This is an optimization exercise on Yosys and OpenROAD, whose aim is small area and a short achievable clock period, not a production implementation.
At most, simulation tests tie the RTL to the original design; equivalence was not proved.
Power is estimated from default activity; no workload was simulated.

==> flow/design.v <==
module icache #(
  parameter int LINE_NUM   = 16,
  parameter int BLOCK_BITS = 128
) (
  input  logic                  clk,
  input  logic                  rst,
  input  logic                  rdy,
  input  logic [31:0]           pc_from_fch,
  input  logic                  req_from_fch,
  input  logic                  rollback_from_fch,
  output logic                  inst_valid_to_fch,
  output logic [31:0]           inst_to_fch,
  output logic                  busy_to_fch,
  output logic                  enable_sign_to_mem,
  output logic [31:0]           pc_to_mem,
  output logic                  rollback_sign_to_mem,
  input  logic                  finish_sign_from_mem,
  input  logic [BLOCK_BITS-1:0] inst_block_from_mem
);
  localparam int IDX_W = (LINE_NUM > 1) ? $clog2(LINE_NUM) : 1;
  localparam int TAG_W = 28 - IDX_W;
  logic                  wait_q;         
  logic                  valid_q;        
  logic                  enable_q;       
  logic [31:2]           pc_q;           
  logic [LINE_NUM-1:0]   vld_q;
  logic [TAG_W-1:0]      tag_q  [LINE_NUM];
  logic [BLOCK_BITS-1:0] data_q [LINE_NUM];
  logic [IDX_W-1:0] req_idx, lat_idx;
  logic [TAG_W-1:0] req_tag;
  logic             hit, accept, fill;
  assign req_idx = pc_from_fch[4 +: IDX_W];
  assign req_tag = pc_from_fch[31 -: TAG_W];
  assign lat_idx = pc_q[4 +: IDX_W];
  assign hit     = vld_q[req_idx] && (tag_q[req_idx] == req_tag);
  assign accept  = rdy && !wait_q && req_from_fch && !rollback_from_fch;
  assign fill    = rdy && wait_q && finish_sign_from_mem;
  always_ff @(posedge clk) begin
    if (rst) begin
      wait_q   <= 1'b0;
      valid_q  <= 1'b0;
      enable_q <= 1'b0;
      vld_q    <= '0;
    end else if (rdy) begin
      if (!wait_q) begin
        valid_q  <= accept && hit;
        enable_q <= accept && !hit;
        wait_q   <= accept && !hit;
      end else begin
        valid_q  <= finish_sign_from_mem && !rollback_from_fch;
        enable_q <= 1'b0;
        wait_q   <= !finish_sign_from_mem && !rollback_from_fch;
        if (finish_sign_from_mem) vld_q[lat_idx] <= 1'b1;
      end
    end
  end
  always_ff @(posedge clk) begin
    if (rdy && !wait_q) pc_q <= pc_from_fch[31:2];
  end
  always_ff @(posedge clk) begin
    if (fill) begin
      tag_q[lat_idx]  <= pc_q[31 -: TAG_W];
      data_q[lat_idx] <= inst_block_from_mem;
    end
  end
  assign inst_valid_to_fch    = valid_q & rdy;
  assign enable_sign_to_mem   = enable_q & rdy;
  assign inst_to_fch          = data_q[lat_idx][{pc_q[3:2], 5'b0} +: 32];
  assign busy_to_fch          = wait_q;
  assign pc_to_mem            = {pc_q[31:4], 4'b0};
  assign rollback_sign_to_mem = rollback_from_fch;
endmodule
export LEC_CHECK = 0
export CAP_MARGIN = 20
export CORE_MARGIN = 2
export CORE_UTILIZATION = 40
export SLEW_MARGIN = 20
create_clock -name core_clock -period 4.0 [get_ports {clk}]
run.sh (not shown) runs the stock make flow with config.mk's settings and CLKGATE_MAP_FILE= SYNTH_SCRIPT=/design/flow/synth_recipe.tcl, a recipe that flattens the netlist after the stock synthesis.
The first run produced a layout that fails on setup timing.
==> next run, changes <==
--- a/flow/design.v
+++ b/flow/design.v
@@ -20,24 +20,48 @@
   localparam int IDX_W = (LINE_NUM > 1) ? $clog2(LINE_NUM) : 1;
   localparam int TAG_W = 28 - IDX_W;
   logic                  wait_q;         
   logic                  valid_q;        
   logic                  enable_q;       
   logic [31:2]           pc_q;           
+  logic [31:0]           inst_q;
   logic [LINE_NUM-1:0]   vld_q;
   logic [TAG_W-1:0]      tag_q  [LINE_NUM];
   logic [BLOCK_BITS-1:0] data_q [LINE_NUM];
-  logic [IDX_W-1:0] req_idx, lat_idx;
-  logic [TAG_W-1:0] req_tag;
-  logic             hit, accept, fill;
+  logic [IDX_W-1:0]    req_idx, lat_idx;
+  logic [TAG_W-1:0]    req_tag;
+  logic                hit, accept, fill;
+  logic [LINE_NUM-1:0] req_sel;
+  logic [3:0]          req_wsel, lat_wsel;
+  logic [TAG_W-1:0]    tag_rd;
+  logic                vld_rd;
+  logic [31:0]         inst_rd;
   assign req_idx = pc_from_fch[4 +: IDX_W];
   assign req_tag = pc_from_fch[31 -: TAG_W];
   assign lat_idx = pc_q[4 +: IDX_W];
-  assign hit     = vld_q[req_idx] && (tag_q[req_idx] == req_tag);
-  assign accept  = rdy && !wait_q && req_from_fch && !rollback_from_fch;
-  assign fill    = rdy && wait_q && finish_sign_from_mem;
+  always_comb begin
+    tag_rd  = '0;
+    vld_rd  = 1'b0;
+    inst_rd = '0;
+    for (int w = 0; w < 4; w++) begin
+      req_wsel[w] = !wait_q && (pc_from_fch[3:2] == 2'(w));
+      lat_wsel[w] = wait_q && (pc_q[3:2] == 2'(w));
+    end
+    for (int i = 0; i < LINE_NUM; i++) begin
+      req_sel[i] = (req_idx == IDX_W'(i));
+      tag_rd = tag_rd | (tag_q[i] & {TAG_W{req_sel[i]}});
+      vld_rd = vld_rd | (vld_q[i] & req_sel[i]);
+      for (int w = 0; w < 4; w++)
+        inst_rd = inst_rd | (data_q[i][32*w +: 32] & {32{req_sel[i] & req_wsel[w]}});
+    end
+    for (int w = 0; w < 4; w++)
+      inst_rd = inst_rd | (inst_block_from_mem[32*w +: 32] & {32{lat_wsel[w]}});
+  end
+  assign hit    = vld_rd && (tag_rd == req_tag);
+  assign accept = req_from_fch && !rollback_from_fch;
+  assign fill   = rdy && wait_q && finish_sign_from_mem;
   always_ff @(posedge clk) begin
     if (rst) begin
       wait_q   <= 1'b0;
       valid_q  <= 1'b0;
       enable_q <= 1'b0;
       vld_q    <= '0;
@@ -52,21 +76,22 @@
         wait_q   <= !finish_sign_from_mem && !rollback_from_fch;
         if (finish_sign_from_mem) vld_q[lat_idx] <= 1'b1;
       end
     end
   end
   always_ff @(posedge clk) begin
+    if (rdy) inst_q <= inst_rd;
     if (rdy && !wait_q) pc_q <= pc_from_fch[31:2];
   end
   always_ff @(posedge clk) begin
     if (fill) begin
       tag_q[lat_idx]  <= pc_q[31 -: TAG_W];
       data_q[lat_idx] <= inst_block_from_mem;
     end
   end
   assign inst_valid_to_fch    = valid_q & rdy;
   assign enable_sign_to_mem   = enable_q & rdy;
-  assign inst_to_fch          = data_q[lat_idx][{pc_q[3:2], 5'b0} +: 32];
+  assign inst_to_fch          = inst_q;
   assign busy_to_fch          = wait_q;
   assign pc_to_mem            = {pc_q[31:4], 4'b0};
   assign rollback_sign_to_mem = rollback_from_fch;
 endmodule
What happened:
- Now the flow finished clean
- fmax came out higher by 21%
- first-iteration DRC count came out higher to 2.6 times its value
- global-route usage came out higher by 12 points
- sequential power came out higher by about 1%
- worst setup slack improves by 770 ps
- sequential share of layout area came out higher by 1.0 points
- final cell count came out higher by 17%
No run of this note included a check of the RTL's function; only the layout flow was run.

* * *

## the previous run
icache, a different RTL version from the one above (not shown whole).
For scale: about 4,900 cells after synthesis, ~230 I/O pins, roughly 93,000 um2 of cells after synthesis.
==> module icache, before the edit <==
module icache #(
  parameter int LINE_NUM   = 16,
  parameter int BLOCK_BITS = 128
) (
  input  logic                  clk,
  input  logic                  rst,
  input  logic                  rdy,
  input  logic [31:0]           pc_from_fch,
  input  logic                  req_from_fch,
  input  logic                  rollback_from_fch,
  output logic                  inst_valid_to_fch,
  output logic [31:0]           inst_to_fch,
  output logic                  busy_to_fch,
  output logic                  enable_sign_to_mem,
  output logic [31:0]           pc_to_mem,
  output logic                  rollback_sign_to_mem,
  input  logic                  finish_sign_from_mem,
  input  logic [BLOCK_BITS-1:0] inst_block_from_mem
);
  localparam int IDX_W = (LINE_NUM > 1) ? $clog2(LINE_NUM) : 1;
  localparam int TAG_W = 28 - IDX_W;
  logic                  wait_q;         
  logic                  valid_q;        
  logic                  enable_q;       
  logic [31:2]           pc_q;           
  logic [31:0]           inst_q;
  logic [LINE_NUM-1:0]   vld_q;
  logic [TAG_W-1:0]      tag_q  [LINE_NUM];
  logic [BLOCK_BITS-1:0] data_q [LINE_NUM];
  logic [IDX_W-1:0]    req_idx, lat_idx;
  logic [TAG_W-1:0]    req_tag;
  logic                hit, accept, fill;
  logic [LINE_NUM-1:0] req_sel;
  logic [3:0]          req_wsel, lat_wsel;
  logic [LINE_NUM-1:0] line_hit;
  logic [31:0]         word_rd [4];
  logic [31:0]         hit_word, fill_word, inst_rd;
  assign req_idx = pc_from_fch[4 +: IDX_W];
  assign req_tag = pc_from_fch[31 -: TAG_W];
  assign lat_idx = pc_q[4 +: IDX_W];
  always_comb begin
    hit_word  = '0;
    fill_word = '0;
    for (int w = 0; w < 4; w++) begin
      req_wsel[w] = (pc_from_fch[3:2] == 2'(w));
      lat_wsel[w] = (pc_q[3:2] == 2'(w));
    end
    for (int w = 0; w < 4; w++) word_rd[w] = '0;
    for (int i = 0; i < LINE_NUM; i++) begin
      req_sel[i] = (req_idx == IDX_W'(i));
      line_hit[i] = req_sel[i] && vld_q[i] && (tag_q[i] == req_tag);
      for (int w = 0; w < 4; w++)
        word_rd[w] = word_rd[w] | (data_q[i][32*w +: 32] & {32{req_sel[i]}});
    end
    for (int w = 0; w < 4; w++)
      hit_word = hit_word | (word_rd[w] & {32{req_wsel[w]}});
    for (int w = 0; w < 4; w++)
      fill_word = fill_word | (inst_block_from_mem[32*w +: 32] & {32{lat_wsel[w]}});
  end
  assign inst_rd = wait_q ? fill_word : hit_word;
  assign hit    = |line_hit;
  assign accept = req_from_fch && !rollback_from_fch;
  assign fill   = rdy && wait_q && finish_sign_from_mem;
  always_ff @(posedge clk) begin
    if (rst) begin
      wait_q   <= 1'b0;
      valid_q  <= 1'b0;
      enable_q <= 1'b0;
      vld_q    <= '0;
    end else if (rdy) begin
      if (!wait_q) begin
        valid_q  <= accept && hit;
        enable_q <= accept && !hit;
        wait_q   <= accept && !hit;
      end else begin
        valid_q  <= finish_sign_from_mem && !rollback_from_fch;
        enable_q <= 1'b0;
        wait_q   <= !finish_sign_from_mem && !rollback_from_fch;
        if (finish_sign_from_mem) vld_q[lat_idx] <= 1'b1;
      end
    end
  end
  always_ff @(posedge clk) begin
    if (rdy) inst_q <= inst_rd;
    if (rdy && !wait_q) pc_q <= pc_from_fch[31:2];
  end
  always_ff @(posedge clk) begin
    if (fill) begin
      tag_q[lat_idx]  <= pc_q[31 -: TAG_W];
      data_q[lat_idx] <= inst_block_from_mem;
    end
  end
  assign inst_valid_to_fch    = valid_q & rdy;
  assign enable_sign_to_mem   = enable_q & rdy;
  assign inst_to_fch          = inst_q;
  assign busy_to_fch          = wait_q;
  assign pc_to_mem            = {pc_q[31:4], 4'b0};
  assign rollback_sign_to_mem = rollback_from_fch;
endmodule
clock: 4.0 ns
lec_check: 0
cap_margin: 20
core_margin: 2
core_utilization: 55
cts_cluster_diameter: 60
cts_cluster_size: 30
place_density: 0.7
setup_slack_margin: 1.6
slew_margin: 20
Here is what was changed in the inputs of the current run compared with the previous run.
-- flow/design.v --
<<< the previous run, line 34
  logic [3:0]          req_wsel, lat_wsel;
  logic [LINE_NUM-1:0] line_hit;
  logic [31:0]         word_rd [4];
  logic [31:0]         hit_word, fill_word, inst_rd;
  assign req_idx = pc_from_fch[4 +: IDX_W];
>>> the current run, line 34
  logic [3:0]          req_wsel, lat_wsel;
  logic [LINE_NUM-1:0] line_hit;
  logic [31:0]         hit_word, fill_word, inst_rd;
  assign req_idx = pc_from_fch[4 +: IDX_W];
<<< the previous run, line 46
      lat_wsel[w] = (pc_q[3:2] == 2'(w));
    end
    for (int w = 0; w < 4; w++) word_rd[w] = '0;
    for (int i = 0; i < LINE_NUM; i++) begin
      req_sel[i] = (req_idx == IDX_W'(i));
      line_hit[i] = req_sel[i] && vld_q[i] && (tag_q[i] == req_tag);
      for (int w = 0; w < 4; w++)
        word_rd[w] = word_rd[w] | (data_q[i][32*w +: 32] & {32{req_sel[i]}});
    end
    for (int w = 0; w < 4; w++)
      hit_word = hit_word | (word_rd[w] & {32{req_wsel[w]}});
    for (int w = 0; w < 4; w++)
      fill_word = fill_word | (inst_block_from_mem[32*w +: 32] & {32{lat_wsel[w]}});
>>> the current run, line 45
      lat_wsel[w] = (pc_q[3:2] == 2'(w));
    end
    for (int i = 0; i < LINE_NUM; i++) begin
      req_sel[i] = (req_idx == IDX_W'(i));
      line_hit[i] = req_sel[i] && vld_q[i] && (tag_q[i] == req_tag);
      for (int w = 0; w < 4; w++)
        hit_word = hit_word | (data_q[i][32*w +: 32] & {32{req_sel[i] & req_wsel[w]}});
    end
    for (int w = 0; w < 4; w++)
      fill_word = fill_word | (inst_block_from_mem[32*w +: 32] & {32{lat_wsel[w]}});
From the previous run to the current run the numbers moved as follows: cell area after placement went up, internal power consumption went down, maximum fanout along the worst path went up, starting density of the core did not really move, shortest clock period the worst path allows after layout went down.
Looking at maximum operating frequency, the current run sits 1.6% above the previous run.
Compared to the previous run, the current run has non-clock inverter count in the final layout 4 lower.
The previous run → the current run: final wirelength now larger; areal power density over the cells now smaller; number of post-CTS setup repair buffers now larger; worst-case clock skew now larger.
Synthesis-to-finish area growth: the current run vs the previous run down 0.22 points
The RTL of the previous run was laid out without a check of its function.

## static timing again, ports no longer ideal
The results above use ideal ports. As a check the final layouts listed here were re-extracted and re-timed, cells and wires unchanged. Step 1, drivers: a clkbuf_16 drives clk and a buf_2 each remaining input, both assumed. Step 2 also shifts input and output timing later by t, the mid clock arrival at the registers, as if the neighbouring blocks saw the same clock. Slacks: ideal ports / drivers / drivers and shift; pairs: ideal ports / drivers.
run | shift t [ns] | setup WS [ns] | worst setup path after step 2 | cell pins on the clock port's net
the first run of note 1 | 0.979 | -0.464 / -0.565 / 0.373 | input to register | 1
the second run of note 1 | 0.972 | 0.308 / 0.234 / -0.309 | input to register | 1
the previous run | 0.907 | 1.302 / 1.343 / 0.435 | input to register | 1
the current run | 0.909 | 1.346 / 1.380 / 0.472 | input to register | 1
With both steps, setup timing fails in the second run of note 1, where it was met with ideal ports. The setup slack of the current run, which loses most, moves by +0.034 ns with the drivers and by -0.874 ns with both steps.
